This design comes from an exercise in tuning for small area and a short achievable clock period on the open sky130 flow, not from production work. RTL that was checked went through simulation tests only; none was proved equivalent to the original. The RTL of runs 1 to 3 was laid out without a check of its function. Power is estimated from default activity; no workload was simulated.

`design/flow/config.mk`:
```
export PLATFORM = sky130hd
export DESIGN_NAME = aes_pipe_ctrl
export DESIGN_NICKNAME = aes_pipe_ctrl
export VERILOG_FILES = /design/flow/design.v
export SDC_FILE = /design/flow/constraint.sdc
export NUM_CORES = 4
export LEC_CHECK = 0
export CAP_MARGIN = 20
export CORE_MARGIN = 2
export CORE_UTILIZATION = 40
export SLEW_MARGIN = 20
```
`design/flow/constraint.sdc`:
```
create_clock -name core_clock -period 4.5 [get_ports {ap_clk}]
set_input_delay 0.9000 -clock core_clock [delete_from_list [all_inputs] [get_ports {ap_clk}]]
set_output_delay 0.9000 -clock core_clock [all_outputs]
set_load 0.01 [all_outputs]
```
`design/flow/design.v`:
```
module aes_pipe_ctrl #(
    parameter int DATA_W     = 128,
    parameter int FIFO_DEPTH = 16,
    parameter int KEY_GAP    = 2
) (
    input  logic              ap_clk,
    input  logic              ap_rst,
    input  logic [DATA_W-1:0] in_V_dout,
    input  logic              in_V_empty_n,
    output logic              in_V_read,
    output logic [DATA_W-1:0] out_V_din,
    input  logic              out_V_full_n,
    output logic              out_V_write,
    output logic              key_write,
    output logic [DATA_W-1:0] key_data,
    output logic              text_write,
    output logic [DATA_W-1:0] text_data,
    input  logic [DATA_W-1:0] enc_data,
    input  logic              enc_valid,
    output logic              busy,
    output logic              err
);
    localparam int M  = FIFO_DEPTH - 1;           
    localparam int CW = $clog2(FIFO_DEPTH) + 1;
    function automatic logic [DATA_W-1:0] byte_rev(input logic [DATA_W-1:0] w);
        logic [DATA_W-1:0] r;
        for (int i = 0; i < DATA_W / 8; i++) r[8*i +: 8] = w[DATA_W-8-8*i +: 8];
        byte_rev = r;
    endfunction
    logic st_hdr, st_drain, st_key, st_text;
    logic en_q, text_en_q;                        
    logic [31:0]   rem_cnt;
    logic          rem0_q, rem1_q;                
    logic [1:0]    gap_cnt;
    logic [CW-1:0] in_flight, fifo_cnt, credit;   
    logic          empty_q, one_q, full_q, ge2_q;
    logic [M-1:0]  wr_oh, rd_oh;
    logic [M-1:0][DATA_W-1:0] mem;
    logic [DATA_W-1:0] out_q, head_nx;
    logic rd, hdr_rd, key_rd, text_rd, pop, bad, push, to_mem;
    assign rd      = in_V_empty_n && en_q && !ap_rst;
    assign hdr_rd  = in_V_empty_n && st_hdr && !ap_rst;
    assign key_rd  = in_V_empty_n && st_key && !ap_rst;
    assign text_rd = in_V_empty_n && text_en_q && !ap_rst;
    assign pop     = !empty_q && out_V_full_n && !ap_rst;
    assign bad     = enc_valid && (in_flight == '0 || (full_q && !pop));
    assign push    = enc_valid && !bad;
    assign to_mem  = push && !empty_q && !(one_q && pop);
    assign in_V_read   = rd;
    assign out_V_write = pop;
    assign out_V_din   = out_q;
    logic st_hdr_nx, st_drain_nx, st_key_nx, st_text_nx, text_en_nx, credit_ok_nx;
    logic [CW-1:0] in_flight_nx, fifo_cnt_nx, credit_nx;
    logic [1:0]    gap_nx;
    always_comb begin
        st_hdr_nx   = (st_hdr && !rd) || (st_key && rd && rem0_q) || (st_text && text_rd && rem1_q);
        st_drain_nx = (st_hdr && rd) || (st_drain && in_flight != '0);
        st_key_nx   = (st_drain && in_flight == '0) || (st_key && !rd);
        st_text_nx  = (st_key && rd && !rem0_q) || (st_text && !(text_rd && rem1_q));
        gap_nx      = key_rd ? 2'd2 : (gap_cnt != 2'd0 ? gap_cnt - 2'd1 : 2'd0);
        in_flight_nx = in_flight + CW'(text_rd) - CW'(push);
        fifo_cnt_nx  = fifo_cnt + CW'(push) - CW'(pop);
        credit_nx    = credit + CW'(text_rd) - CW'(pop);
        credit_ok_nx = credit_nx < CW'(FIFO_DEPTH);
        text_en_nx   = st_text_nx && gap_nx == 2'd0 && credit_ok_nx;
    end
    always_comb begin
        head_nx = ge2_q ? '0 : byte_rev(enc_data);
        for (int i = 0; i < M; i++) head_nx = head_nx | ({DATA_W{rd_oh[i] && ge2_q}} & mem[i]);
    end
    always_ff @(posedge ap_clk) begin
        if (ap_rst) begin
            st_hdr     <= 1'b1;
            st_drain   <= 1'b0;
            st_key     <= 1'b0;
            st_text    <= 1'b0;
            en_q       <= 1'b1;
            text_en_q  <= 1'b0;
            rem_cnt    <= '0;
            rem0_q     <= 1'b1;
            rem1_q     <= 1'b0;
            gap_cnt    <= '0;
            in_flight  <= '0;
            fifo_cnt   <= '0;
            credit     <= '0;
            empty_q    <= 1'b1;
            one_q      <= 1'b0;
            full_q     <= 1'b0;
            ge2_q      <= 1'b0;
            wr_oh      <= M'(1);
            rd_oh      <= M'(1);
            busy       <= 1'b0;
            err        <= 1'b0;
            key_write  <= 1'b0;
            text_write <= 1'b0;
            key_data   <= '0;
            text_data  <= '0;
        end else begin
            st_hdr    <= st_hdr_nx;
            st_drain  <= st_drain_nx;
            st_key    <= st_key_nx;
            st_text   <= st_text_nx;
            en_q      <= st_hdr_nx || st_key_nx || text_en_nx;
            text_en_q <= text_en_nx;
            if (hdr_rd) begin
                rem_cnt <= in_V_dout[31:0];
                rem0_q  <= in_V_dout[31:0] == 32'd0;
                rem1_q  <= in_V_dout[31:0] == 32'd1;
            end else if (text_rd) begin
                rem_cnt <= rem_cnt - 32'd1;
                rem0_q  <= rem1_q;
                rem1_q  <= rem_cnt == 32'd2;
            end
            gap_cnt   <= gap_nx;
            in_flight <= in_flight_nx;
            fifo_cnt  <= fifo_cnt_nx;
            credit    <= credit_nx;
            empty_q   <= fifo_cnt_nx == CW'(0);
            one_q     <= fifo_cnt_nx == CW'(1);
            full_q    <= fifo_cnt_nx == CW'(FIFO_DEPTH);
            ge2_q     <= fifo_cnt_nx >= CW'(2);
            if (to_mem) wr_oh <= {wr_oh[M-2:0], wr_oh[M-1]};
            if (pop && ge2_q) rd_oh <= {rd_oh[M-2:0], rd_oh[M-1]};
            busy      <= !st_hdr_nx || in_flight_nx != '0 || fifo_cnt_nx != '0;
            if (bad) err <= 1'b1;
            key_write  <= key_rd;
            text_write <= text_rd;
            if (key_rd) key_data <= byte_rev(in_V_dout);
            if (text_rd) text_data <= byte_rev(in_V_dout);
        end
    end
    always_ff @(posedge ap_clk) begin
        for (int i = 0; i < M; i++)
            if (wr_oh[i] && enc_valid && (!full_q || out_V_full_n)) mem[i] <= byte_rev(enc_data);
    end
    always_ff @(posedge ap_clk) begin
        if (empty_q || out_V_full_n) out_q <= head_nx;
    end
endmodule
```
`design/flow/run.sh`:
```
#!/bin/bash
# synth_recipe.tcl (not shown) runs the flow's synth.tcl, then flattens the netlist and writes it again
# the make line also repeats each setting of config.mk as NAME=value (left out here)
make -C /OpenROAD-flow-scripts/flow DESIGN_CONFIG=/design/flow/config.mk WORK_HOME=/design/flow/orfs CLKGATE_MAP_FILE= SYNTH_SCRIPT=/design/flow/synth_recipe.tcl finish
```
==> results.txt, run 1 <==
- Status: timing/DRC/antenna clean
- # IOs: 651
- Vias per cell: 5.88
- Die ar.: 219,000 um2
- CTS tree: yes
- Synth cell types: 65
- CP most frequent cell: clkdlybuf4s50_1
- DIE WIDTH: about 470 um
- CTS resizes: 0
- Worst R2R Setup Slack: between 1 and 1.5 ns
- Row count: 170
- Yosys Warn Count: 1
- Flop pwr share: 49.9%
- Hold path cells: 2
- Initial core utilization: between 40% and 50%
- Worst Path Required: ~3.6 ns
- Layout cells sized above 1: about 8.8%
- Max-cap violation count: 0
- Minimum clock period: roughly 3.6 ns
- Fill cell total of the finished layout: about 18,000
- Antenna Violating Nets Remaining: 0
- Via count: about 53,000
- Dpl cells: about 8,600
- Synth top area cells: edfxtp_1 (71%), dfxtp_1 (8.2%), a22oi_1 (4.7%)
- Peak supply drop: 0.000470 V
- Multi-input logic area: about 16,000 um2
- Period utilization: between 80% and 90%
- F_max: approximately 0.28 GHz
- Critical Path AT: roughly 2.7 ns
- Final Instance Count excl. Fillers: 9,088
- CP startpoint kind: input port
- Drt drc: 0
- Least-Margin Pin Slew: around 1.2 ns
- GR Overflow Total: 0
- Leak Pwr: approximately 34 nW
- Share of the synthesized area in the top cell type: 71.3%
- Unrepaired setup endpoints after global routing: no
- Min-Delay Endpoint: fifo_cnt[1]
- Syn_area_per_cell: about 16 um2
- Register area share after synthesis: about 80%
- Port buffer count: between 600 and 700
- Primary FF master, synth: edfxtp_1
- Leading area contributor after synthesis: edfxtp_1
- Register Area: about 69,000 um2
- HP Start: ap_rst
- Final Wtd Congestion: between 0.8 and 0.9
- Worst path cell trace: clkdlybuf4s50_1 -> and2b_2 -> nand2_1 -> inv_1 -> clkdlybuf4s50_1
- Delay-heaviest family, CP: buffers and inverters
- Clock slew at reported path FFs: approximately 0.060 ns
- Buf/Inv on CP: 3
- Worst r2r src: in_flight[3]
- Num CTS Buffers: between 200 and 250
- Crit Path Category: input port to primary output
- Std-Cell Core Area: roughly 210,000 um2
- CTS max path bufs: 3
- CP peak stage delay: approximately 0.7 ns
- Synth async-reset ratio: 0%
- Total negative slack: 0 ns
- DR WL/cell: roughly 30 um
- First-pass GRT wire length: roughly 380,000 um
- Crit end category: primary output
- Crit-path slowest cell: clkdlybuf4s50_1
- Cells after synthesis: approximately 5,400
- Initial antenna violation count: 67
- Endpoints failing hold: 0
- CTS Sinks: 2,399
- Critical R2R Capture: one_q
- Total Power Consumption: ~53 mW
- Final WL: 268,000 um
- Power share of the combinational group: about 13%
- Relative slew slack: roughly a fifth
- Initial DRC count: roughly 6,300
- Sw power: 13.0 mW
- Hold buffer count at cts: 0
- Hold WC Path Type: input port to flop
- Pre-CTS setup slack: between 0.5 and 0.6 ns
- Final Max Tran Viols: 0
- Pwr/cell area: 504 nW/um2
- Register-to-Register Path Depth: 14
- Internal power: 39.7 mW
- Clock Tree Root: clkbuf_16
- Die H: around 470 um
- Clock insertion delay at the later pin of the skew report: between 0.8 and 0.9 ns
- H-tree depth: 4
- Final Util: 48.7%
- Worst setup margin: 0.867 ns
- Final setup fails: 0
- Final Skew: about 0.05 ns
- Area delta synth->final: 21.2%
- GRT Total Usage: 23.7%
- Net count after synthesis: around 5,600
- Switching fraction of total power: 24.7%
- EDFF count, synth: 2,048
- Clock share of power: around 38%
- Mapped Area: 86,200 um2
- Critical Path Fanout Max: 11
- Maximum number of pins on one net before global-route repair: 133
- Vias in the first global route: ~52,000
- DP Wirelength: between 100,000 and 150,000 um
- #FFs+latches synth: approximately 2,400
- Nets: between 6,000 and 7,000
- Iteration count of the initial detailed-routing pass: 8
- Setup bufs post-CTS: 0
[cells in the final DEF (no fill, tap or decap), types with 74 or more instances in the layout]
cell type and count:
a221oi_1 79, clkdlybuf4s50_1 649, nand2_1 633, o22a_1 74, nand4_1 100, clkbuf_16 239
nand3_1 404, a22oi_1 535, dfxtp_1 335, a22o_1 144, a222oi_1 162, edfxtp_1 2048
buf_4 84
[state kept, by name, indices dropped and copies added, names as in the netlist, 2 cells and up]
register / cells
mem: 1920
key_data: 128
rem_cnt: 32
gap_cnt: 2
text_data: 128
rd_oh: 15
out_q: 128
credit: 5
in_flight: 5
wr_oh: 15
fifo_cnt: 5
[kinds of logic after synthesis]
family / after synthesis / synth area share (%)
AO/OA/AOI/OAI: 1143 / 10.7
XOR/XNOR: 24 / 0.244
adder cells (fa/ha/maj): 21 / 0.331
buffers and inverters: 394 / 1.77
flip-flops: 2399 / 79.5
multiplexers: 15 / 0.174
AND/OR/NAND/NOR: 1371 / 7.32
[power by group through the flow]
stage	clock, mW	combinational [mW]	sequential (mW)
6_report	19.8	6.68	26.3
5_1_grt	20.9	7.18	26.4
2_1_floorplan	0	2.82	26.8
4_1_cts	20.1	6.74	26.3
3_5_place_dp	0	6.70	26.8
3_3_place_gp	0	6.67	26.7
[worst reg2reg max path: stages, from the launching register on]
cell	delay [ns]
dfxtp_1	0.32
inv_1	0.08
ha_1	0.15
or4b_1	0.52
o211ai_1	0.21
ha_1	0.29
inv_1	0.05
ha_1	0.16
inv_1	0.06
fa_1	0.43
nand2b_1	0.17
a21oi_1	0.16
xnor2_1	0.11
or3_1	0.39
nor3b_1	0.20
[how the worst max path moves through the flow]
stage / to / cells after the start / startpoint / slack (ns)
CTS: in_V_read / 5 / in_V_empty_n / 0.87
finish: in_V_read / 5 / in_V_empty_n / 0.87
global route: in_V_read / 5 / in_V_empty_n / 0.74
detailed placement: ge2_q / 13 / out_V_full_n / 0.56
floorplan: ge2_q / 12 / ap_rst / 0.73
global placement: ge2_q / 13 / out_V_full_n / 0.63
[cell type report]
cell class	count	share of cell area, %
antenna	22	0.0527
clock buffer	279	5.89
clock inverter	159	1.54
inverter	30	0.122
multi-input combinational	2574	15.5
sequential	2399	65.6
tap	2838	3.40
timing repair buffer	787	7.85
[metal layers]
metal | vias to the layer above | part of all wire, % | global-route usage [%] | wire length (um)
met5 | - | 0.14 | 0.0439 | 364
met4 | 60 | 3.5 | 8.48 | 9470
met3 | 482 | 9.4 | 5.58 | 25100
met2 | 2561 | 48 | 39.0 | 129000
met1 | 27500 | 39 | 30.7 | 104000
li1 | 22900 | - | - | -
[cells in the mapped netlist (4+ instances only)]
cell,count
nand2_1,634
mux2i_1,15
nor2_1,71
nand4_1,100
nor2b_1,26
inv_1,27
nand3_1,404
a21o_1,4
o21ai_0,32
dfxtp_1,351
xnor2_1,13
or3_1,6
o211ai_1,6
and3_1,10
a22o_1,144
o22a_1,74
a41oi_1,4
buf_1,62
nand3b_1,4
o22ai_1,16
a21oi_1,31
or4_1,5
a31oi_1,13
a222oi_1,162
xor2_1,11
a221oi_1,79
edfxtp_1,2048
o21a_1,26
nor3_1,40
a22oi_1,535
ha_1,18
and2_1,27
clkbuf_1,295
nor4_1,22
[per-stage QoR]
step / hold slack, ns / area [um2]
final: 0.314 / 105000
after global routing: 0.279 / 104000
after CTS: 0.235 / 104000
after detailed placement: 0.429 / 96700
after global placement: 0.410 / 96700
after floorplan: 0.402 / 86200
==> run 2: changes to the inputs <==
--- a/design/flow/config.mk
+++ b/design/flow/config.mk
@@ -8,4 +8,7 @@
 export CAP_MARGIN = 20
 export CORE_MARGIN = 2
 export CORE_UTILIZATION = 40
+export CTS_BUF_LIST = sky130_fd_sc_hd__clkbuf_4 sky130_fd_sc_hd__clkbuf_8
+export CTS_CLUSTER_SIZE = 30
+export SETUP_SLACK_MARGIN = 2.2
 export SLEW_MARGIN = 20
==> run 2 against run 1 <==
Sequential share of layout area decreased by 1.1 points. First-iteration DRC count up 3.7%. Routed wire length grew 6.2%. Clock skew is 0.069 ns higher. Sequential cell count stayed put. Combinational power grew 6.1%. Synthesized cell count unchanged. Global-route usage rose by 1.2 points. Cell area increased by 2.2%. Largest power group unchanged. Highest routed layer unchanged.
==> results.txt, run 2 <==
- Top post-synthesis cells by count: edfxtp_1 (2,048), nand2_1 (634), a22oi_1 (535)
- Total Power Consumption: 52.8 mW (+0.24%)
- Yosys Warn Count: 1 (unchanged)
- DIE WIDTH: 468 um (unchanged)
- Crit end category: flop
- Primary FF master, synth: edfxtp_1
- Most frequent cells in the layout: edfxtp_1 (2,048), nand2_1 (630), a22oi_1 (535), clkbuf_8 (425), nand3_1 (403)
- Register area share after synthesis: 79.5% (unchanged)
- Row count: 170 (unchanged)
- Most flop-heavy register: mem
- Mapped Area: 86,200 um2 (unchanged)
- H-tree depth: 5 (+1)
- Initial core utilization: 40.2% (unchanged)
- Worst Path Required: 5.38 ns (+1.78 ns)
- Max-cap violation count: 0 (unchanged)
- Worst R2R Setup Slack: 1.42 ns (+0.28 ns)
- Initial antenna violation count: 63 (-6.0%)
- Minimum clock period: 3.08 ns (-0.552 ns)
- Period utilization: 68.5% (-12 points)
- DP Wirelength: 149,000 um (+0.87%)
- Hold buffer count at cts: 0 (unchanged)
- Worst setup margin: 1.42 ns (+0.552 ns)
- Register Area: 69,000 um2 (+0.53%)
- Std-Cell Core Area: 214,000 um2 (unchanged)
- Iteration count of the initial detailed-routing pass: 9 (+1)
- CTS max path bufs: 4 (+1)
- Nets: 6,598 (+4.6%)
- Synth cell types: 65 (unchanged)
- Fill cell total of the finished layout: 18,000 (+0.29%)
- Leading area contributor after synthesis: edfxtp_1
- Clock Tree Root: clkbuf_8
- Leak Pwr: 36.6 nW (+6.5%)
- Initial DRC count: 6,580 (+3.7%)
- Commonest non-fill, non-tap cell in the layout: edfxtp_1
- Unrepaired setup endpoints after global routing: yes
- Pre-CTS setup slack: 0.649 ns (+0.0904 ns)
- Share of the synthesized area in the top cell type: 71.3% (unchanged)
- # IOs: 651 (unchanged)
- Vias per cell: 5.86 (-0.28%)
- Status: timing/DRC/antenna clean
- Clock insertion delay at the later pin of the skew report: 1.09 ns (+0.21 ns)
- Count leader, synth: edfxtp_1
- CTS Sinks: 2,399 (unchanged)
- Crit Path Category: flop to flop
- Final Wtd Congestion: 0.855 (+3.7%)
- Final Max Tran Viols: 0 (unchanged)
- GRT Total Usage: 24.9% (+1.2 points)
- Vias in the first global route: 53,700 (+4.2%)
- Synth async-reset ratio: 0% (unchanged)
- Final WL: 284,000 um (+6.2%)
- Critical Path AT: 3.96 ns (+1.23 ns)
- Antenna Violating Nets Remaining: 0 (unchanged)
- Hold WC Path Type: input port to flop
- Critical Path Fanout Max: 3 (-8)
- First-pass GRT wire length: 393,000 um (+4.3%)
- EDFF count, synth: 2,048 (unchanged)
- Synth top area cells: edfxtp_1 (71%), dfxtp_1 (8.2%), a22oi_1 (4.7%)
- #FFs+latches synth: 2,399 (unchanged)
- Die ar.: 219,000 um2 (unchanged)
- F_max: 0.325 GHz (+18%)
- Num CTS Buffers: 402 (+71%)
- Clock slew at reported path FFs: 0.06 ns (about the same)
- Syn_area_per_cell: 16.1 um2 (unchanged)
- Final setup fails: 0 (unchanged)
- Total negative slack: 0 ns (unchanged)
- Port buffer count: 650 (unchanged)
- Peak supply drop: 0.000340 V (-28%)
- DR WL/cell: 29.9 um (+1.7%)
- Endpoints failing hold: 0 (unchanged)
- Relative slew slack: 27.6% (+8.7 points)
- GR Overflow Total: 0 (unchanged)
- Layout cells sized above 1: 25.0% (+16 points)
- Multi-input logic area: 16,600 um2 (+2.2%)
- Max reg flops: 1,920 (unchanged)
- Maximum number of pins on one net before global-route repair: 162 (+22%)
- Area delta synth->final: 23.9%
- Die H: 468 um (unchanged)
- CP startpoint kind: flop
- CTS tree: yes
- Net count after synthesis: 5,649 (unchanged)
- Drt drc: 0 (unchanged)
- Cells after synthesis: 5,367 (unchanged)
- Final Skew: 0.117 ns (+0.0686 ns)
- Via count: 55,600 (+4.1%)
- Least-Margin Pin Slew: 1.09 ns (-0.130 ns)
- Pwr/cell area: 495 nW/um2 (-1.9%)
## run 2: cell counts after synthesis
No cell type changed its count.
## run 2: kinds of logic (layout without fill, tap and decap cells)
logic type,count (synthesis),after routing,synth area share (%)
DFF,2399,2399,79.5
and+or+nand+nor,1371,1376,7.32
AOI/OAI and AO/OA,1143,1143,10.7
buffers and inverters,394,1639,1.77
xor gates and xnor gates,24,24,0.244
adders and majority gates,21,21,0.331
muxes,15,15,0.174
other,0,33,0
## run 2: per-layer routing
metal / vias up / part of all wire, % / global-route usage [%]
met5: - / 0.12 / 0
met4: 56 / 4.1 / 10.7
met3: 571 / 9.9 / 5.85
met2: 3088 / 48 / 40.7
met1: 28400 / 38 / 31.7
li1: 23500 / - / -
## run 2: critical path, cell delays in order (launching register included)
cell,delay (ns)
dfxtp_2,0.32
inv_2,0.07
ha_4,0.11
or4b_4,0.46
o211ai_1,0.14
ha_2,0.32
inv_2,0.06
ha_4,0.13
inv_2,0.04
fa_2,0.35
nand2b_4,0.16
a21oi_4,0.14
xnor2_2,0.12
or3_4,0.36
and2_4,0.17
## run 2: final timing paths
kind | start | to | depth (start not counted)
worst max-delay path | in_flight[2] | ge2_q | 14
worst min-delay path | ap_rst | st_drain | 2
worst max register to register | in_flight[2] | ge2_q | 14
worst min register to register | gap_cnt[0] | gap_cnt[0] | 1
## run 2: where the power goes
group	leakage [nW]	internal, mW	switching (mW)
logic	10.8	2.63	4.46
registers	21.6	25.7	0.462
clock network	4.25	11.0	8.64
total	36.6	39.3	13.6
## run 2: metrics by stage
| stage | area, um2 | hold WS [ns] | util (%) | instances |
|---|---|---|---|---|
| finish | 107000 | 0.229 | 49.8 | 9488 |
| global route | 107000 | 0.174 | 49.8 | 9472 |
| CTS | 106000 | 0.116 | 49.4 | 9387 |
| detailed placement | 96600 | 0.417 | 45.1 | 8616 |
| global placement | 96600 | 0.410 | 45.1 | 8616 |
| floorplan | 86300 | 0.402 | - | 5367 |
## run 2: timing repair
action                                   CTS  global route
buffers inserted                          60            66
pin swaps                                 29            25
gates cloned                               6             2
endpoints found under the hold margin      0             0
resized for setup                       2277            43
endpoints found under the setup margin  1267           557
## run 2: layout make-up
type                       instances  area share, %
antenna                           33         0.0773
clock buffer                     535           6.25
clock inverter                   170           1.30
inverter                          30          0.131
multi-input combinational       2579           15.5
sequential                      2399           64.6
tap                             2838           3.32
timing repair buffer             904           8.85
==> run 3: changes to the inputs <==
--- a/design/flow/design.v
+++ b/design/flow/design.v
@@ -33,7 +33,8 @@
     logic          rem0_q, rem1_q;                
     logic [1:0]    gap_cnt;
     logic [CW-1:0] in_flight, fifo_cnt, credit;   
-    logic          empty_q, one_q, full_q, ge2_q;
+    logic          empty_q, one_q, full_q, ge2_q, if0_q, if1_q;
+    logic          ne_q;                          
     logic [M-1:0]  wr_oh, rd_oh;
     logic [M-1:0][DATA_W-1:0] mem;
     logic [DATA_W-1:0] out_q, head_nx;
@@ -43,26 +44,43 @@
     assign key_rd  = in_V_empty_n && st_key && !ap_rst;
     assign text_rd = in_V_empty_n && text_en_q && !ap_rst;
     assign pop     = !empty_q && out_V_full_n && !ap_rst;
-    assign bad     = enc_valid && (in_flight == '0 || (full_q && !pop));
+    assign bad     = enc_valid && (if0_q || (full_q && !pop));
     assign push    = enc_valid && !bad;
     assign to_mem  = push && !empty_q && !(one_q && pop);
     assign in_V_read   = rd;
-    assign out_V_write = pop;
+    assign out_V_write = ne_q && out_V_full_n && !ap_rst;
     assign out_V_din   = out_q;
     logic st_hdr_nx, st_drain_nx, st_key_nx, st_text_nx, text_en_nx, credit_ok_nx;
-    logic [CW-1:0] in_flight_nx, fifo_cnt_nx, credit_nx;
-    logic [1:0]    gap_nx;
+    logic if0_nx, if1_nx, empty_nx, one_nx, ge2_nx, full_nx;
+    logic f_inc, f_dec, c_inc, c_dec, i_inc, i_dec;
+    logic if2, cnt2, cnt15, c_le14, c15, c16;
+    logic [1:0] gap_nx;
+    assign if2    = in_flight == CW'(2);
+    assign cnt2   = fifo_cnt == CW'(2);
+    assign cnt15  = fifo_cnt == CW'(FIFO_DEPTH - 1);
+    assign c_le14 = credit <= CW'(FIFO_DEPTH - 2);
+    assign c15    = credit == CW'(FIFO_DEPTH - 1);
+    assign c16    = credit == CW'(FIFO_DEPTH);
     always_comb begin
         st_hdr_nx   = (st_hdr && !rd) || (st_key && rd && rem0_q) || (st_text && text_rd && rem1_q);
-        st_drain_nx = (st_hdr && rd) || (st_drain && in_flight != '0);
-        st_key_nx   = (st_drain && in_flight == '0) || (st_key && !rd);
+        st_drain_nx = (st_hdr && rd) || (st_drain && !if0_q);
+        st_key_nx   = (st_drain && if0_q) || (st_key && !rd);
         st_text_nx  = (st_key && rd && !rem0_q) || (st_text && !(text_rd && rem1_q));
         gap_nx      = key_rd ? 2'd2 : (gap_cnt != 2'd0 ? gap_cnt - 2'd1 : 2'd0);
-        in_flight_nx = in_flight + CW'(text_rd) - CW'(push);
-        fifo_cnt_nx  = fifo_cnt + CW'(push) - CW'(pop);
-        credit_nx    = credit + CW'(text_rd) - CW'(pop);
-        credit_ok_nx = credit_nx < CW'(FIFO_DEPTH);
-        text_en_nx   = st_text_nx && gap_nx == 2'd0 && credit_ok_nx;
+        f_inc = push && !pop;
+        f_dec = pop && !push;
+        c_inc = text_rd && !pop;
+        c_dec = pop && !text_rd;
+        i_inc = text_rd && !push;
+        i_dec = push && !text_rd;
+        if0_nx   = (if0_q && !i_inc) || (if1_q && i_dec);
+        if1_nx   = (if0_q && i_inc) || (if1_q && !i_inc && !i_dec) || (if2 && i_dec);
+        empty_nx = (empty_q && !f_inc) || (one_q && f_dec);
+        one_nx   = (empty_q && f_inc) || (one_q && !f_inc && !f_dec) || (cnt2 && f_dec);
+        ge2_nx   = (ge2_q && !(cnt2 && f_dec)) || (one_q && f_inc);
+        full_nx  = (full_q && !f_dec) || (cnt15 && f_inc);
+        credit_ok_nx = c_le14 || (c15 && !c_inc) || (c16 && c_dec);
+        text_en_nx   = st_text && !(text_rd && rem1_q) && gap_cnt <= 2'd1 && credit_ok_nx;
     end
     always_comb begin
         head_nx = ge2_q ? '0 : byte_rev(enc_data);
@@ -84,6 +102,9 @@
             fifo_cnt   <= '0;
             credit     <= '0;
             empty_q    <= 1'b1;
+            ne_q       <= 1'b0;
+            if0_q      <= 1'b1;
+            if1_q      <= 1'b0;
             one_q      <= 1'b0;
             full_q     <= 1'b0;
             ge2_q      <= 1'b0;
@@ -112,16 +133,19 @@
                 rem1_q  <= rem_cnt == 32'd2;
             end
             gap_cnt   <= gap_nx;
-            in_flight <= in_flight_nx;
-            fifo_cnt  <= fifo_cnt_nx;
-            credit    <= credit_nx;
-            empty_q   <= fifo_cnt_nx == CW'(0);
-            one_q     <= fifo_cnt_nx == CW'(1);
-            full_q    <= fifo_cnt_nx == CW'(FIFO_DEPTH);
-            ge2_q     <= fifo_cnt_nx >= CW'(2);
+            in_flight <= in_flight + CW'(text_rd) - CW'(push);
+            fifo_cnt  <= fifo_cnt + CW'(push) - CW'(pop);
+            credit    <= credit + CW'(text_rd) - CW'(pop);
+            if0_q     <= if0_nx;
+            if1_q     <= if1_nx;
+            empty_q   <= empty_nx;
+            ne_q      <= !empty_nx;
+            one_q     <= one_nx;
+            full_q    <= full_nx;
+            ge2_q     <= ge2_nx;
             if (to_mem) wr_oh <= {wr_oh[M-2:0], wr_oh[M-1]};
             if (pop && ge2_q) rd_oh <= {rd_oh[M-2:0], rd_oh[M-1]};
-            busy      <= !st_hdr_nx || in_flight_nx != '0 || fifo_cnt_nx != '0;
+            busy      <= !st_hdr_nx || !if0_nx || !empty_nx;
             if (bad) err <= 1'b1;
             key_write  <= key_rd;
             text_write <= text_rd;
--- a/design/flow/config.mk
+++ b/design/flow/config.mk
@@ -8,7 +8,8 @@
 export CAP_MARGIN = 20
 export CORE_MARGIN = 2
 export CORE_UTILIZATION = 40
-export CTS_BUF_LIST = sky130_fd_sc_hd__clkbuf_4 sky130_fd_sc_hd__clkbuf_8
-export CTS_CLUSTER_SIZE = 30
-export SETUP_SLACK_MARGIN = 2.2
+export CTS_CLUSTER_DIAMETER = 100
+export CTS_CLUSTER_SIZE = 20
+export SETUP_SLACK_MARGIN = 2.3
 export SLEW_MARGIN = 20
+export TNS_END_PERCENT = 10
==> run 3 against run 2 <==
Utilization fell by 2.2 points. Critical path depth fell by 3. Non-clock buffer count fell by 1. Setup slack improved by 0.52 ns. Clock power fell by 33%. Die area rose by 1.5%. Combinational power fell by 81%. Worst hold slack improved by 0.11 ns. Sequential power fell by 7%. Sequential share of layout area rose by 2.0 points. Register-to-register slack improved by 0.52 ns. Area after synthesis rose by 1.5%.
==> results.txt, run 3 <==
- Final Max Tran Viols: 0 (unchanged)
- Delay-heaviest family, CP: simple AND/OR/NAND/NOR gates
- Crit-path slowest cell: or3b_4
- CP startpoint kind: flop
- Pwr/cell area: 375 nW/um2 (-24%)
- Most frequent cells in the layout: edfxtp_1 (2,048), nand2_1 (888), a22oi_1 (819), nand3_1 (482), clkdlybuf4s50_1 (257)
- Hold buffer count at cts: 0 (unchanged)
- #FFs+latches synth: 2,402 (+0.13%)
- Final Instance Count excl. Fillers: 9,375 (-1.2%)
- Maximum number of pins on one net before global-route repair: 169 (+4.3%)
- Share of the synthesized area in the top cell type: 70.3% (-1.0 points)
- Num CTS Buffers: 142 (-65%)
- DP Wirelength: 152,000 um (+2.0%)
- Row count: 171 (+0.59%)
- Port buffer count: 650 (unchanged)
- DR top layer: met5
- Synth async-reset ratio: 0% (unchanged)
- Critical Path Fanout Max: 3 (unchanged)
- H-tree depth: 4 (-1)
- Crit Path Category: flop to flop
- Iteration count of the initial detailed-routing pass: 6 (-3)
- Final Instance Area: 103,000 um2 (-3.1%)
- M1 wire length: 114,000 um (+5.7%)
- Vias in the first global route: 53,400 (-0.58%)
- Net count after synthesis: 6,078 (+7.6%)
- Final Util: 47.7% (-2.2 points)
- GRT Total Usage: 24.6% (-0.33 points)
- Final Skew: 0.0425 ns (-0.0750 ns)
- Mapped Area: 87,500 um2 (+1.5%)
- Count leader, synth: edfxtp_1
- Register area share after synthesis: 78.4% (-1.1 points)
- Synth top area cells: edfxtp_1 (70%), dfxtp_1 (8.1%), a22oi_1 (7.0%)
- Initial core utilization: 40.3% (+0.076 points)
- Antenna Violating Nets Remaining: 0 (unchanged)
- DIE WIDTH: 472 um (+0.73%)
- Dpl cells: 9,070 (+5.3%)
- Leak Pwr: 34.9 nW (-4.8%)
- Endpoints failing hold: 0 (unchanged)
- Area delta synth->final: 18.3%
- Least-Margin Pin Slew: 0.868 ns (-0.218 ns)
- Total negative slack: 0 ns (unchanged)
- Die ar.: 222,000 um2 (+1.5%)
- Crit end category: flop
- Final Wtd Congestion: 0.855 (unchanged)
- Period utilization: 56.9% (-12 points)
- Peak supply drop: 0.000389 V (+14%)
- Max reg flops: 1,920 (unchanged)
- Commonest non-fill, non-tap cell in the layout: edfxtp_1
- Clock insertion delay at the later pin of the skew report: 0.83 ns (-0.26 ns)
- Yosys Warn Count: 1 (unchanged)
- Buf/Inv on CP: 1 (-2)
- Worst Path Required: 5.26 ns (-0.12 ns)
- EDFF count, synth: 2,048 (unchanged)
- Primary FF master, synth: edfxtp_1
- Relative slew slack: 42.2% (+15 points)
- Initial DRC count: 6,151 (-6.5%)
- Leading area contributor after synthesis: edfxtp_1
- F_max: 0.390 GHz (+20%)
- # IOs: 651 (unchanged)
- DR WL/cell: 30.0 um (+0.33%)
- Top post-synthesis cells by count: edfxtp_1 (2,048), nand2_1 (891), a22oi_1 (819)
- Vias per cell: 5.88 (+0.36%)
- CTS tree: yes
- GR Overflow Total: 0 (unchanged)
- Max-cap violation count: 0 (unchanged)
- Clock slew at reported path FFs: 0.09 ns (+0.03 ns)
- First-pass GRT wire length: 396,000 um (+0.73%)
- Worst path cell trace: or3b_4 -> a21oi_4 -> nand2_4 -> ha_4 -> inv_2 -> ha_4 -> fa_2 -> a21oi_2 -> nor2_1 -> or3_1 -> a21oi_2
- Most flop-heavy register: mem
- Layout cells sized above 1: 14.1% (-11 points)
- Unrepaired setup endpoints after global routing: yes
- Clock Tree Root: clkbuf_16
- Initial antenna violation count: 39 (-38%)
- Total Power Consumption: 38.8 mW (-27%)
- CTS Sinks: 2,402 (+0.13%)
- Minimum clock period: 2.56 ns (-0.520 ns)
- Placed inst area: 98,100 um2 (+1.5%)
- Syn_area_per_cell: 15.1 um2 (-5.9%)
- Std-Cell Core Area: 217,000 um2 (+1.3%)
- Hold WC Path Type: input port to flop
- Via count: 55,100 (-0.84%)
- Nets: 6,770 (+2.6%)
- CP peak stage delay: 0.41 ns (-0.05 ns)
- CTS max path bufs: 3 (-1)
- Met2 Routed Length: 134,000 um (-1.4%)
- Die H: 472 um (+0.73%)
- Drt drc: 0 (unchanged)
- Final setup fails: 0 (unchanged)
- Cells after synthesis: 5,786 (+7.8%)
- Synth cell types: 70 (+7.7%)
- Routed met3 length: 23,800 um (-15%)
- Final WL: 282,000 um (-0.87%)
- Critical Path AT: 3.32 ns (-0.64 ns)
- Status: timing/DRC/antenna clean
-- run 3: cell count changes in the layout (fill, tap and decap cells not counted), moves of 134 or more --
cell and change:
a222oi_1 -154, a22oi_1 +284, clkbuf_8 -424, nand2_1 +258, dfxtp_1 +134, clkbuf_16 +144
-- run 3: metrics by stage --
| stage | hold WS, ns | worst slack, ns |
|---|---|---|
| after global routing | 0.319 | 1.83 |
| after CTS | 0.288 | 1.90 |
| after detailed placement | 0.419 | 0.811 |
| final | 0.342 | 1.94 |
| after floorplan | 0.402 | 1.47 |
| after global placement | 0.410 | 0.706 |
-- run 3: metal layers --
layer | global-route usage, % | vias up
met5 | 0 | -
met4 | 7.58 | 24
met3 | 4.16 | 368
met2 | 40.6 | 2648
met1 | 33.2 | 28500
li1 | - | 23600
-- run 3: area by class of cell --
type                       instances  area [um2]
antenna                            7        17.5
clock buffer                     157        3660
clock inverter                    23         285
fill                           18600      114000
inverter                          38         164
multi-input combinational       2991       17700
sequential                      2402       68800
tap                             2854        3570
timing repair buffer             903        9240
-- run 3: what timing repair did --
action                     4_1_cts  5_1_grt
setup endpoints to repair     2576     1677
pin swaps                       17       13
gates cloned                     8        3
setup buffers                   83       24
resized for setup             1150      400
-- run 3: logic make-up (layout without fill, tap and decap cells) --
logic type / after synthesis / in the layout / share of synthesized area (%)
flip-flops: 2402 / 2402 / 78.4
other: 0 / 7 / 0
AO/OA/AOI/OAI: 1157 / 1157 / 9.85
buffers and inverters: 398 / 1121 / 1.74
AND/OR/NAND/NOR: 1760 / 1765 / 9.13
XOR/XNOR: 24 / 24 / 0.240
multiplexers: 14 / 14 / 0.160
adder cells (fa/ha/maj): 31 / 31 / 0.469
-- run 3: worst paths after layout --
| kind | startpoint | endpoint | slack, ns | depth (start not counted) |
|---|---|---|---|---|
| hold / removal | ap_rst | gap_cnt[0] | 0.34 | 3 |
| setup reg to reg | empty_q | fifo_cnt[4] | 1.94 | 11 |
| setup / recovery | empty_q | fifo_cnt[4] | 1.94 | 11 |
| hold reg to reg | gap_cnt[0] | gap_cnt[0] | 0.43 | 1 |
-- run 3: worst reg2reg max path, stage by stage (launching register included) --
cell	delay, ns
dfxtp_4	0.35
or3b_4	0.41
a21oi_4	0.17
nand2_4	0.08
ha_4	0.27
inv_2	0.04
ha_4	0.15
fa_2	0.37
a21oi_2	0.13
nor2_1	0.06
or3_1	0.35
a21oi_2	0.12
-- run 3: report_power, final --
group          switching [mW]  internal (mW)  total (mW)  leakage, nW
clock network            7.23           5.89        13.1         1.92
registers              0.0823           24.2        24.3         21.6
logic                   0.815          0.523        1.34         11.3
total                    8.13           30.7        38.8         34.9
==> run 4: changes to the inputs <==
--- a/design/flow/design.v
+++ b/design/flow/design.v
@@ -34,7 +34,6 @@
     logic [1:0]    gap_cnt;
     logic [CW-1:0] in_flight, fifo_cnt, credit;   
     logic          empty_q, one_q, full_q, ge2_q, if0_q, if1_q;
-    logic          ne_q;                          
     logic [M-1:0]  wr_oh, rd_oh;
     logic [M-1:0][DATA_W-1:0] mem;
     logic [DATA_W-1:0] out_q, head_nx;
@@ -48,7 +47,7 @@
     assign push    = enc_valid && !bad;
     assign to_mem  = push && !empty_q && !(one_q && pop);
     assign in_V_read   = rd;
-    assign out_V_write = ne_q && out_V_full_n && !ap_rst;
+    assign out_V_write = pop;
     assign out_V_din   = out_q;
     logic st_hdr_nx, st_drain_nx, st_key_nx, st_text_nx, text_en_nx, credit_ok_nx;
     logic if0_nx, if1_nx, empty_nx, one_nx, ge2_nx, full_nx;
@@ -102,7 +101,6 @@
             fifo_cnt   <= '0;
             credit     <= '0;
             empty_q    <= 1'b1;
-            ne_q       <= 1'b0;
             if0_q      <= 1'b1;
             if1_q      <= 1'b0;
             one_q      <= 1'b0;
@@ -139,7 +137,6 @@
             if0_q     <= if0_nx;
             if1_q     <= if1_nx;
             empty_q   <= empty_nx;
-            ne_q      <= !empty_nx;
             one_q     <= one_nx;
             full_q    <= full_nx;
             ge2_q     <= ge2_nx;
--- a/design/flow/config.mk
+++ b/design/flow/config.mk
@@ -8,8 +8,5 @@
 export CAP_MARGIN = 20
 export CORE_MARGIN = 2
 export CORE_UTILIZATION = 40
-export CTS_CLUSTER_DIAMETER = 100
-export CTS_CLUSTER_SIZE = 20
-export SETUP_SLACK_MARGIN = 2.3
+export SETUP_SLACK_MARGIN = 2.2
 export SLEW_MARGIN = 20
-export TNS_END_PERCENT = 10
==> run 4 against run 3 <==
First-iteration DRC count rose by 2.0%. Count of clock-buffer cells in the layout rose by 131. Die area fell by 1.2%. Critical path depth fell by 7. Sequential share of layout area fell by 1.3 points. Final cell count fell by 1.2%. Critical endpoint is now out_V_write.
==> results.txt, run 4 <==
- Status: timing/DRC/antenna clean
- DR WL/cell: 31.4 um (+4.4%)
- Row count: 170 (-0.58%)
- Vias in the first global route: 52,700 (-1.3%)
- Die H: 469 um (-0.62%)
- Minimum clock period: 2.69 ns (+0.125 ns)
- Final Instance Count excl. Fillers: 9,265 (-1.2%)
- Num CTS Buffers: 235 (+65%)
- Leak Pwr: 35.7 nW (+2.3%)
- Relative slew slack: 32.0% (-10 points)
- Commonest non-fill, non-tap cell in the layout: edfxtp_1
- Die ar.: 220,000 um2 (-1.2%)
- First-pass GRT wire length: 402,000 um (+1.4%)
- Buf/Inv on CP: 3 (+2)
- Worst path cell trace: buf_4 -> or3b_4 -> inv_4 -> buf_6
- Unrepaired setup endpoints after global routing: yes
- Net count after synthesis: 5,696 (-6.3%)
- Area delta synth->final: 22.0%
- Crit end category: primary output
- # IOs: 651 (unchanged)
- Multi-input logic area: 16,800 um2 (-5.1%)
- Clock insertion delay at the later pin of the skew report: 0.91 ns (+0.08 ns)
- Clock slew at reported path FFs: 0.06 ns (-0.03 ns)
- Critical Path Fanout Max: 30 (+27)
- Period utilization: 59.7% (+2.8 points)
- Iteration count of the initial detailed-routing pass: 7 (+1)
- Via count: 54,700 (-0.83%)
- CP startpoint kind: input port
- Primary FF master, synth: edfxtp_1
- Final Max Tran Viols: 0 (unchanged)
- Most frequent cells in the layout: edfxtp_1 (2,048), nand2_1 (694), a221oi_1 (509), a22o_1 (387), buf_2 (313)
- Register Area: 68,700 um2 (-0.16%)
- Worst hold slack: 0.423 ns (+0.0810 ns)
- CP peak stage delay: 0.45 ns (+0.04 ns)
- GRT Total Usage: 25.7% (+1.1 points)
- Nets: 6,500 (-4.0%)
- Top post-synthesis cells by count: edfxtp_1 (2,048), nand2_1 (696), a221oi_1 (518)
- Final setup fails: 0 (unchanged)
- #FFs+latches synth: 2,401 (-0.042%)
- Yosys Warn Count: 1 (unchanged)
- Maximum number of pins on one net before global-route repair: 148 (-12%)
- GR Overflow Total: 0 (unchanged)
- Antenna Violating Nets Remaining: 0 (unchanged)
- Delay-heaviest family, CP: simple AND/OR/NAND/NOR gates
- Mapped Area: 86,400 um2 (-1.2%)
- Max reg flops: 1,920 (unchanged)
- Synth cell types: 64 (-8.6%)
- CTS max path bufs: 3 (unchanged)
- Final Skew: 0.0993 ns (+0.0569 ns)
- Leading area contributor after synthesis: edfxtp_1
- Initial core utilization: 40.3% (about the same)
- Layout cells sized above 1: 18.6% (+4.5 points)
- DIE WIDTH: 469 um (-0.62%)
- Final Util: 49.1% (+1.5 points)
- CTS tree: yes
- F_max: 0.372 GHz (-4.7%)
- Dpl cells: 8,697 (-4.1%)
- H-tree depth: 4 (unchanged)
- Crit-path slowest cell: or3b_4
- Pwr/cell area: 435 nW/um2 (+16%)
- Crit Path Category: input port to primary output
- Cells after synthesis: 5,404 (-6.6%)
- Most flop-heavy register: mem
- Critical Path AT: 1.79 ns (-1.53 ns)
- Endpoints failing hold: 0 (unchanged)
- Worst setup margin: 1.81 ns (-0.125 ns)
- Drt drc: 0 (unchanged)
- EDFF count, synth: 2,048 (unchanged)
- Fill cell total of the finished layout: 18,000 (-3.0%)
- Clock Tree Root: clkbuf_16
- CTS Sinks: 2,401 (-0.042%)
- Syn_area_per_cell: 16.0 um2 (+5.7%)
- Share of the synthesized area in the top cell type: 71.2% (+0.88 points)
- Worst Path Required: 3.60 ns (-1.66 ns)
- Std-Cell Core Area: 215,000 um2 (-1.2%)
- Least-Margin Pin Slew: 1.02 ns (+0.153 ns)
- Vias per cell: 5.90 (+0.35%)
- Final Wtd Congestion: 0.857 (+0.22%)
- Port buffer count: 650 (unchanged)
- Final WL: 291,000 um (+3.2%)
- Peak supply drop: 0.000415 V (+6.7%)
- Pre-CTS setup slack: 0.753 ns (-0.0579 ns)
- Initial DRC count: 6,272 (+2.0%)
- DP Wirelength: 160,000 um (+4.8%)
- Total negative slack: 0 ns (unchanged)
- Count leader, synth: edfxtp_1
- Hold WC Path Type: flop to flop
- Initial antenna violation count: 49 (+26%)
- Max-cap violation count: 0 (unchanged)
- Synth top area cells: edfxtp_1 (71%), dfxtp_1 (8.2%), a221oi_1 (5.3%)
- Register area share after synthesis: 79.4% (+0.96 points)
- Synth async-reset ratio: 0% (unchanged)
[run 4: kinds of logic (layout without fill, tap and decap cells)]
logic type | Yosys count | after routing | synth area share (%)
xor gates and xnor gates | 20 | 20 | 0.203
buffers and inverters | 393 | 1378 | 1.73
DFF | 2401 | 2401 | 79.4
muxes | 16 | 16 | 0.185
and+or+nand+nor | 1263 | 1287 | 6.47
other | 0 | 14 | 0
AOI/OAI and AO/OA | 1280 | 1280 | 11.6
adders and majority gates | 31 | 31 | 0.475
[run 4: repair_timing]
action	in CTS	in global routing
cloned	25	3
pin swaps	34	17
hold buffers	0	0
resized for setup	1825	59
setup buffers	73	11
setup endpoints to repair	1447	287
[run 4: path summary, 6_finish.rpt]
check              from          end  slack (ns)  cells after the start
max              ap_rst  out_V_write        1.81                      4
min          gap_cnt[0]   gap_cnt[0]        0.42                      1
min reg2reg  gap_cnt[0]   gap_cnt[0]        0.42                      1
max reg2reg     empty_q  fifo_cnt[4]        1.91                     13
[run 4: stage by stage]
| step | instance area (um2) | total power, mW |
|---|---|---|
| floorplan | 86500 | 25.2 |
| detailed placement | 97300 | 26.1 |
| global route | 105000 | 47.1 |
| CTS | 105000 | 46.1 |
| finish | 105000 | 45.9 |
| global placement | 97300 | 26.1 |
[run 4: report_power, final]
group / switching, mW / leakage, nW / internal, mW / total (mW)
sequential: 0.0895 / 21.6 / 24.3 / 24.4
clock: 8.72 / 3.88 / 11.6 / 20.3
combinational: 0.801 / 10.2 / 0.452 / 1.25
total: 9.61 / 35.7 / 36.3 / 45.9
[run 4: area by class of cell]
| class | instances | area share [%] |
|---|---|---|
| sequential | 2401 | 65.2 |
| multi-input combinational | 2634 | 15.9 |
| timing repair buffer | 903 | 7.71 |
| clock buffer | 288 | 5.87 |
| tap | 2838 | 3.37 |
| clock inverter | 154 | 1.74 |
| inverter | 33 | 0.134 |
| antenna | 14 | 0.0332 |
[run 4: routing by layer]
metal  wire [um]  track usage, %  part of all wire, %  vias to the layer above
li1            -               -                    -                    23200
met1      113000            33.2                   39                    28100
met2      140000            42.2                   48                     2790
met3       26800            5.68                  9.2                      485
met4       11000            9.78                  3.8                       48
met5         309               0                 0.11                        -

==> port drivers added, routing unchanged <==
The flow's constraints put no driver on any port. The routed layouts listed below were extracted and timed again, unchanged, in two steps. Step 1: set_driving_cell puts a clkbuf_16 on ap_clk and a buf_2 on each other input, an assumption about the parent block. Step 2 adds t to the input delays and takes it off the output delays; t is the mean of the earliest and latest rising clock arrival at the registers after step 1. Input paths then give back, and output paths get back, about the clock's delay inside the block. Three values: no drivers, after step 1, after step 2; two values: the first two.
run	t, ns	slack for setup (ns)	hold slack, ns	clock arrival spread, ns	worst slew at a driven data input, ns
run 1	0.945	0.867 / 0.811 / 0.502	0.314 / 0.268 / 0.440	0.055 / 0.054	0.28
run 2	1.115	1.419 / 1.419 / 0.871	0.229 / 0.195 / 0.425	0.120 / 0.121	0.20
run 3	0.891	1.939 / 1.939 / 1.092	0.342 / 0.377 / 0.432	0.044 / 0.043	0.25
run 4	0.954	1.814 / 1.730 / 1.000	0.423 / 0.381 / 0.423	0.106 / 0.106	0.24
After both steps setup and hold are still met in every run listed. For run 3, which loses most, drivers alone change the setup slack by 0.000 ns; drivers and shift together by -0.847 ns.
